What follows belongs to an exercise in optimizing a design on an open flow for small area; a production flow would make more cautious choices.
In this exercise RTL edits were held to simulation tests only and were not proved equivalent to the original.
Power is estimated from default activity; no workload was simulated.

== job 101 ==
## wallaceTree
module wallaceTree
(
	input logic clk,
	input logic rstN,
	input logic [337:0] rows,
	input logic inValid,
	output logic [47:0] product,
	output logic outValid
);
Size: about 390 I/O pins, ~11000 um^2 of cells after synthesis.
export LEC_CHECK = 0
export CAP_MARGIN = 20
export CORE_MARGIN = 2
export CORE_UTILIZATION = 30
export GPL_TIMING_DRIVEN = 0
export PLACE_DENSITY = 0.5
export SLEW_MARGIN = 20
export SYNTH_HIERARCHICAL = 1
create_clock -name core_clock -period 3.0 [get_ports {clk}]
standard.sh (not shown) runs the stock make flow with config.mk's settings and CLKGATE_MAP_FILE= SYNTH_SCRIPT=/design/flow/synth_recipe.tcl, a recipe that flattens the netlist after the stock synthesis.
==> flow/flow/run.sh <==
#!/bin/bash
# Standard layout with smaller port buffers and no CTS dummy loads.
export BUFFER_PORTS_ARGS="-buffer_cell sky130_fd_sc_hd__buf_1"
export CTS_ARGS="-sink_clustering_enable -repair_clock_nets -dont_use_dummy_load -buf_list {sky130_fd_sc_hd__clkbuf_4 sky130_fd_sc_hd__clkbuf_8} -sink_clustering_size 30 -sink_clustering_max_diameter 100"
bash standard.sh > standard.log 2>&1
status=$?
tail -20 standard.log
exit $status
Job 101 went all the way through synthesis, placement and routing and the layout is clean on timing, DRC and antenna.
Changes in job 102 relative to job 101:
Settings: PLACE_DENSITY no longer set, was 0.5; CORE_UTILIZATION now 35, was 30; GPL_TIMING_DRIVEN no longer set, was 0.
## What came out
Relative to job 101, the number of antenna violations at the first check in global routing of job 102 is higher by 1. Job 101 and job 102 ended up with roughly the same sequential share of layout area. Job 102 -> job 101: total iterations of the first detailed-routing run delta 0, exact match. Starting density of the core: job 102 and job 101 compared, lower one is job 101. There was hardly any difference in count of clock-buffer cells in the layout between job 102 and job 101. The met2 usage in global routing in job 102 sits 3.6 points above the value recorded for job 101. Run comparison: job 101 top metal layer carrying routed signals met5; job 102 top metal layer carrying routed signals met4.
Modified inputs, job 103 compared to job 102
Settings: CORE_UTILIZATION changed from 35 to 45.
Changes observed in job 103 relative to job 102: worst slew slack as a fraction of its limit went up, post-route clock period utilization shows a reduction of 0.37 points, global-route wire length before repair neither gained nor lost much, post-layout total power fell by about 0.5%.
As far as layout cell share with drive strength beyond 1 is concerned, job 103 and job 102 perform about the same.
Of the two candidates, job 102 has the worse total wire length after detailed routing and job 103 the better one.
Final worst slack came out higher on job 103 than on job 102.
Final worst clock skew: job 103 vs job 102, no meaningful difference
Job 102 and job 103 ended up with nearly the same proportion of power drawn by combinational gates.

Setup of pepper:
wallaceTree again, from the RTL that the note above started with.
export LEC_CHECK = 0
export CAP_MARGIN = 20
export CORE_MARGIN = 2
export CORE_UTILIZATION = 30
export SLEW_MARGIN = 20
export SYNTH_HIERARCHICAL = 1
create_clock -name core_clock -period 3.0 [get_ports {clk}]
Scripts as last shown in full above: flow/flow/run.sh
pepper: no failed stages, no open violations at the end
diff inputs: pepper => lagoon
- GPL_ROUTABILITY_DRIVEN now 0, previously not set
- GPL_TIMING_DRIVEN now 0, previously not set
==> comparison <==
The final worst-path setup slack in lagoon sits 57 ps below the value recorded for pepper. Between pepper and lagoon, the global-route usage does not differ in any meaningful way. Looking at final worst clock skew, lagoon sits above pepper. Worst-case setup slack after placement, lagoon and pepper: lower on lagoon. In lagoon, total met2 wirelength after detailed routing is higher than in pepper. Side by side, maximum number of pins on one net before global-route repair turned out higher in lagoon than in pepper. Between pepper and lagoon, final net count decreased. Compared with pepper, lagoon degrades maximum vdd ir drop. Taking pepper as the reference point, the worst hold slack across all endpoints of lagoon falls by 3.8 ps. Delta (lagoon minus pepper): wire length the detailed router placed on met1 went down; detailed-placement wirelength estimate barely changed.
#### Input delta (ember over lagoon)
- a deleted GPL_ROUTABILITY_DRIVEN that had been 0
- an added PLACE_DENSITY of 0.7
==> run notes <==
ember finished end to end and its layout was clean on timing, DRC and antenna. ember vs lagoon — count of cell instances traversed by the critical path dropped 4. Relative to lagoon, worst hold slack after final layout decreased by 33 ps in ember. Measured against each other, ember and lagoon differ in worst setup slack, the higher figure coming from lagoon. Final clock skew for ember is lower than for lagoon. ember -> lagoon: power consumed by sequential cells flat. Global-route track usage on met1: ember vs lagoon down 0.86 points.
The following lists how zinc was set up differently from ember:
- removing PLACE_DENSITY (formerly 0.7)
==> run notes <==
Between zinc and ember, the maximum frequency does not differ in any meaningful way. ember has a lower met2 wirelength from detailed routing than zinc. zinc vs. ember: hold slack picked up an extra 33 ps; net switching power figure down about 0.36%.

-- what the ideal ports hide --
The results above use ideal ports. As a check the final layouts listed here were re-extracted and re-timed, cells and wires unchanged. Step 1 sets driving cells, clkbuf_16 on the clock port and buf_2 on the other inputs (assumed; they add their load-dependent delay and slew). Step 2 also shifts input and output timing later by t, the mid clock arrival at the registers, as if the neighbouring blocks saw the same clock. a / b / c = ideal ports / drivers / drivers and shift; a / b = the first two.
run | shift t [ns] | setup WS [ns] | slew at the worst register clock pin (ns) | worst data-port slew with drivers (ns)
job 101 | 0.491 | 0.137 / 0.156 / -0.335 | 0.10 / 0.10 | 0.06
job 102 | 0.471 | 0.119 / 0.138 / -0.333 | 0.10 / 0.10 | 0.07
job 103 | 0.471 | 0.131 / 0.146 / -0.324 | 0.09 / 0.09 | 0.06
pepper | 0.485 | 0.147 / 0.150 / -0.321 | 0.10 / 0.10 | 0.07
lagoon | 0.478 | 0.090 / 0.106 / -0.372 | 0.10 / 0.10 | 0.09
ember | 0.502 | 0.085 / 0.105 / -0.398 | 0.09 / 0.09 | 0.08
zinc | 0.478 | 0.090 / 0.106 / -0.372 | 0.10 / 0.10 | 0.09
Met with ideal ports but missed after step 2: setup timing in every run listed. For ember, which loses most, drivers alone change the setup slack by +0.020 ns; drivers and shift together by -0.483 ns.
